From an optimization exercise on the open Yosys and OpenROAD flow, aimed at small area, a short achievable clock period and few clock cycles per item; shortcuts taken in it are not production practice. At most, simulation tests tie the RTL to the original design; equivalence was not proved. Power and IR drop assume default switching activity.

==> flow/design.v (excerpt) <==
module fc_layer_mac #(
    parameter int IN_DIM      = 256,
    parameter int OUT_DIM     = 32,
    parameter int IN_W        = 8,
    parameter int W_W         = 8,
    parameter int ACC_W       = 32,
    parameter int OUT_SHIFT   = 7,
    parameter int BIAS_LSHIFT = 7,
    parameter int RELU        = 1,
    parameter int OUT_W       = 8,
    parameter int WA_W        = $clog2(IN_DIM * OUT_DIM),
    parameter int BA_W        = (OUT_DIM > 1) ? $clog2(OUT_DIM) : 1
) (
    input  logic                    clk,
    input  logic                    rst_n,
    input  logic                    in_valid,
    output logic                    in_ready,
    input  logic signed [IN_W-1:0]  in_data,
    output logic [WA_W-1:0]         w_addr,
    input  logic signed [W_W-1:0]   w_q,
    output logic [BA_W-1:0]         b_addr,
    input  logic signed [W_W-1:0]   b_q,
    output logic                    out_valid,
    input  logic                    out_ready,
    output logic signed [OUT_W-1:0] out_data,
    output logic [BA_W-1:0]         out_idx,
    output logic                    out_last,
    output logic                    busy
);
==> flow/config.mk <==
export PLATFORM = sky130hd
export DESIGN_NAME = fc_layer_mac
export DESIGN_NICKNAME = fc_layer_mac
export VERILOG_FILES = /design/flow/design.v
export SDC_FILE = /design/flow/constraint.sdc
export NUM_CORES = 4
export LEC_CHECK = 0
export CAP_MARGIN = 20
export CORE_MARGIN = 2
export CORE_UTILIZATION = 40
export SLEW_MARGIN = 20
==> flow/constraint.sdc <==
create_clock -name core_clock -period 9.0 [get_ports {clk}]
set_input_delay 1.8000 -clock core_clock [delete_from_list [all_inputs] [get_ports {clk}]]
set_output_delay 1.8000 -clock core_clock [all_outputs]
set_load 0.01 [all_outputs]
standard.sh (not shown) runs the stock make flow with config.mk's settings and CLKGATE_MAP_FILE= SYNTH_SCRIPT=/design/flow/synth_recipe.tcl, a recipe that flattens the netlist after the stock synthesis.
==> flow/flow/run.sh <==
#!/bin/bash
# Own layout flow: the standard ORFS flow (standard.sh), unchanged synthesis,
# with the extra ORFS make variables listed in flow/knobs.txt (timing-repair
# effort). Each tool's output stays in orfs/logs; make's own output goes to
# run_standard.log in this folder.
set -euo pipefail
KNOBS=$(grep -v '^#' flow/knobs.txt | tr '\n' ' ')
bash standard.sh $KNOBS finish > run_standard.log 2>&1
==> flow/flow/knobs.txt <==
SETUP_SLACK_MARGIN=6.1
CTS_CLUSTER_SIZE=30
CTS_CLUSTER_DIAMETER=80
Edit:
==> flow/flow/knobs.txt (replaced) <==
SETUP_SLACK_MARGIN=6.3
CTS_CLUSTER_SIZE=35
CTS_CLUSTER_DIAMETER=70
What happened:
- The new run finished with timing, DRC and antenna clean
- maximum frequency fell by 4.0%
- die area stays the same
- global-route usage came out higher by 0.21 points
- clock power came out lower by about 3%
- clock skew rises by 0.0090 ns
No run of this note included a check of the RTL's function; only the layout flow was run.

== oak ==
The RTL this note starts from:
==> flow/design.v <==
module fc_layer_mac #(
    parameter int IN_DIM      = 256,
    parameter int OUT_DIM     = 32,
    parameter int IN_W        = 8,
    parameter int W_W         = 8,
    parameter int ACC_W       = 32,
    parameter int OUT_SHIFT   = 7,
    parameter int BIAS_LSHIFT = 7,
    parameter int RELU        = 1,
    parameter int OUT_W       = 8,
    parameter int WA_W        = $clog2(IN_DIM * OUT_DIM),
    parameter int BA_W        = (OUT_DIM > 1) ? $clog2(OUT_DIM) : 1
) (
    input  logic                    clk,
    input  logic                    rst_n,
    input  logic                    in_valid,
    output logic                    in_ready,
    input  logic signed [IN_W-1:0]  in_data,
    output logic [WA_W-1:0]         w_addr,
    input  logic signed [W_W-1:0]   w_q,
    output logic [BA_W-1:0]         b_addr,
    input  logic signed [W_W-1:0]   b_q,
    output logic                    out_valid,
    input  logic                    out_ready,
    output logic signed [OUT_W-1:0] out_data,
    output logic [BA_W-1:0]         out_idx,
    output logic                    out_last,
    output logic                    busy
);
    localparam int CNT_W = $clog2(IN_DIM);
    localparam int SW    = 23;    
    localparam logic [CNT_W-1:0] LAST_I = CNT_W'(IN_DIM - 1);
    localparam logic [BA_W-1:0]  LAST_O = BA_W'(OUT_DIM - 1);
    logic [BA_W-1:0]  oa;         
    logic [BA_W-1:0]  q;          
    logic [CNT_W-1:0] ia;         
    logic [CNT_W-1:0] ia_o;       
    logic             in_rdy;
    logic             in_rdy_o;   
    logic             z;          
    logic [3:0]             bd_one;    
    logic [3:0]             bd_two;
    logic [3:0]             bd_neg;
    logic                   pact_m;    
    logic signed [W_W-1:0]  w_r;
    logic [12:0]            ph_lo;     
    logic [12:0]            ph_hi;     
    logic [SW-1:0]          ring [OUT_DIM];
    logic             vec_fin;    
    logic [BA_W-1:0]  ext_idx;    
    logic             tap_match;  
    logic [1:0]       owed;       
    logic             busy_q;
    logic             ov_q;
    logic             ov_o;       
    logic [OUT_W-1:0] od_q;
    logic [BA_W-1:0]  oi_q;
    logic             ol_q;
    logic [OUT_W-1:0] od_o;       
    logic [BA_W-1:0]  oi_o;       
    logic             ol_o;
    logic             busy_o;
    logic             last_pend;  
    logic in_fire;
    logic out_fire;
    logic take;
    logic [BA_W-1:0]  tap_nxt;
    logic [OUT_W-1:0] res;
    assign in_fire  = in_valid & in_rdy;
    assign out_fire = out_ready & ov_q;
    logic [CNT_W-1:0] ia_nxt;
    logic             in_rdy_nxt;
    assign ia_nxt     = ia + CNT_W'(q == '0 && pact_m);
    assign in_rdy_nxt = (q == BA_W'(1)) & ~vec_fin;
    always_ff @(posedge clk) begin
        oa       <= q;
        ia_o     <= ia_nxt;
        in_rdy_o <= in_rdy_nxt;
    end
    always_ff @(posedge clk or negedge rst_n) begin
        if (!rst_n) begin
            q       <= '0;
            ia      <= '0;
            in_rdy  <= 1'b0;
            z       <= 1'b0;
            pact_m  <= 1'b0;
            vec_fin <= 1'b0;
        end else begin
            q      <= q + BA_W'(1);
            in_rdy <= in_rdy_nxt;
            z      <= (ia == '0) & ~vec_fin;
            ia     <= ia_nxt;
            if (q == BA_W'(2)) begin
                pact_m <= in_fire;
            end
            if (in_fire && ia == LAST_I) begin
                vec_fin <= 1'b1;
            end else if (take && ext_idx == LAST_O) begin
                vec_fin <= 1'b0;
            end
        end
    end
    always_ff @(posedge clk) begin
        if (q == BA_W'(2)) begin
            for (int k = 0; k < 4; k++) begin
                bd_one[k] <= in_fire & (in_data[2*k] ^ ((k == 0) ? 1'b0 : in_data[2*k-1]));
                bd_two[k] <= in_fire & ((in_data[2*k+1] & ~in_data[2*k] & ~((k == 0) ? 1'b0 : in_data[2*k-1]))
                           | (~in_data[2*k+1] & in_data[2*k] & ((k == 0) ? 1'b0 : in_data[2*k-1])));
                bd_neg[k] <= in_fire & in_data[2*k+1] & ~(in_data[2*k] & ((k == 0) ? 1'b0 : in_data[2*k-1]));
            end
        end
    end
    function automatic logic [9:0] brow(input logic one, input logic two,
                                        input logic neg, input logic act,
                                        input logic signed [7:0] w);
        logic [9:0] m;
        m = one ? {{2{w[7]}}, w} : two ? {w[7], w, 1'b0} : 10'd0;
        m = m ^ {10{neg}};
        brow = {~m[9] & act, m[8:0]};
    endfunction
    logic [9:0] r0, r1, r2, r3;
    assign r0 = brow(bd_one[0], bd_two[0], bd_neg[0], pact_m, w_r);
    assign r1 = brow(bd_one[1], bd_two[1], bd_neg[1], pact_m, w_r);
    assign r2 = brow(bd_one[2], bd_two[2], bd_neg[2], pact_m, w_r);
    assign r3 = brow(bd_one[3], bd_two[3], bd_neg[3], pact_m, w_r);
    always_ff @(posedge clk) begin
        w_r   <= w_q;
        ph_lo <= 13'(r0) + {1'b0, r1, 2'b00} + {10'd0, bd_neg[1], 1'b0, bd_neg[0]};
        ph_hi <= 13'(r2) + {1'b0, r3, 2'b00} + {10'd0, bd_neg[3], 1'b0, bd_neg[2]};
    end
    always_ff @(posedge clk) begin
        ring[0] <= ring[OUT_DIM-1] + SW'(ph_lo) + {6'd0, ph_hi, 4'd0};
        for (int k = 1; k < OUT_DIM; k++) begin
            if (k != OUT_DIM - 2) begin
                ring[k] <= ring[k-1];
            end
        end
        if (z) begin
            ring[OUT_DIM-2] <= {8'd43, ~b_q[W_W-1], b_q[W_W-2:0], {BIAS_LSHIFT{1'b0}}};
        end else begin
            ring[OUT_DIM-2] <= ring[OUT_DIM-3];
        end
    end
    always_comb begin
        if (ring[0][SW-1]) begin
            res = {1'b0, {(OUT_W-1){1'b1}}};
        end else if (&ring[0][SW-2:OUT_SHIFT+OUT_W-1]) begin
            res = {1'b0, ring[0][OUT_SHIFT+OUT_W-2:OUT_SHIFT]};
        end else begin
            res = '0;
        end
    end
    assign take = vec_fin & tap_match & (~ov_q | out_ready);
    always_ff @(posedge clk) begin
        ov_o <= take | (ov_q & ~out_ready);
    end
    assign tap_nxt = q - 5'd4;
    always_ff @(posedge clk or negedge rst_n) begin
        if (!rst_n) begin
            ext_idx   <= '0;
            tap_match <= 1'b0;
            ov_q      <= 1'b0;
            last_pend <= 1'b0;
            owed      <= 2'd0;
            busy_q    <= 1'b0;
        end else begin
            if (take) begin
                ext_idx <= ext_idx + BA_W'(1);
            end
            tap_match <= take | (tap_nxt == ext_idx);
            if (take) begin
                ov_q      <= 1'b1;
                last_pend <= (ext_idx == LAST_O);
            end else if (out_ready) begin
                ov_q      <= 1'b0;
                last_pend <= 1'b0;
            end
            owed   <= owed_nxt;
            busy_q <= busy_nxt;
        end
    end
    logic [1:0] owed_nxt;
    logic       busy_nxt;
    always_comb begin
        owed_nxt = owed;
        busy_nxt = busy_q;
        case ({in_fire & (ia == LAST_I), out_fire & last_pend})
            2'b10: begin owed_nxt = owed + 2'd1; busy_nxt = 1'b1; end
            2'b01: begin owed_nxt = owed - 2'd1; busy_nxt = (owed != 2'd1); end
            default: ;
        endcase
    end
    always_ff @(posedge clk) begin
        if (take) begin
            od_q <= ~res;
            oi_q <= ~ext_idx;
            ol_q <= ~(ext_idx == LAST_O);
        end
    end
    always_ff @(posedge clk) begin
        od_o   <= take ? res : ~od_q;
        oi_o   <= take ? ext_idx : ~oi_q;
        ol_o   <= take ? (ext_idx == LAST_O) : ~ol_q;
        busy_o <= busy_nxt;
    end
    assign in_ready  = in_rdy_o;
    assign w_addr    = {oa, ia_o};
    assign b_addr    = oa;
    assign out_valid = ov_o;
    assign out_data  = od_o;
    assign out_idx   = oi_o;
    assign out_last  = ol_o;
    assign busy      = busy_o;
endmodule
Settings: LEC_CHECK=0, CAP_MARGIN=20, CORE_MARGIN=2, CORE_UTILIZATION=40, SLEW_MARGIN=20; clock period 9.0 ns.
==> flow/flow/knobs.txt <==
SETUP_SLACK_MARGIN=6.3
CTS_CLUSTER_SIZE=20
CTS_CLUSTER_DIAMETER=60
CTS_BUF_LIST=sky130_fd_sc_hd__clkbuf_8
Scripts as last shown in full above: flow/flow/run.sh
Testbench counts of oak, summed over its fixed seeds: cycles 262,960, vectors 32.
--- input diff oak..pine ---
==> flow/flow/knobs.txt <==
SETUP_SLACK_MARGIN=6.3
CTS_CLUSTER_SIZE=30
CTS_CLUSTER_DIAMETER=80
## What came out
On area growth from synthesis to layout, the lower figure sits with oak, not pine.
The post-route standard cell area excluding fillers of pine was inferior to that of oak.
Via density per instance delta (pine -> oak): insignificant
In the reports for oak and pine, the smaller relative max-transition margin belongs to pine.
Final instance count without filler cells sits lower in pine than in oak.
Compare oak and pine | total power lower: oak
Looking at switching share of total power, pine sits 0.42 points lower than oak does.
oak → pine: critical path data arrival time decreased by 100 ps relative to the old numbers; maximum number of pins on one net before global-route repair increased by 2 relative to the old numbers; average routed wire per standard cell closely matched the old numbers.
Compared with oak, pine shows number of nets at the end of the flow lower by 0.59%.

-- what the ideal ports hide --
How much do the figures lean on ideal ports? The routed layouts below were timed once more, with nothing changed but the port constraints.
Step 1 sets driving cells, clkbuf_16 on the clock port and buf_2 on the other inputs (assumed; they add their load-dependent delay and slew).
Step 2 adds t to the input delays and takes it off the output delays; t is the mean of the earliest and latest rising clock arrival at the registers after step 1. Input paths then give back, and output paths get back, about the clock's delay inside the block.
a / b / c = ideal / step 1 / step 2; a / b = the first two.
| run | shift t [ns] | setup slack, ns | slew at the worst register clock pin (ns) |
|---|---|---|---|
| the first run of note 1 | 0.619 | 6.035 / 5.984 / 5.632 | 0.11 / 0.11 |
| the second run of note 1 | 0.661 | 5.912 / 5.860 / 5.660 | 0.12 / 0.12 |
| oak | 0.713 | 6.034 / 5.986 / 5.676 | 0.12 / 0.12 |
| pine | 0.629 | 6.133 / 6.082 / 5.773 | 0.11 / 0.11 |
After both steps setup and hold are still met in every run listed. For the first run of note 1, which loses most, drivers alone change the setup slack by -0.051 ns; drivers and shift together by -0.403 ns.
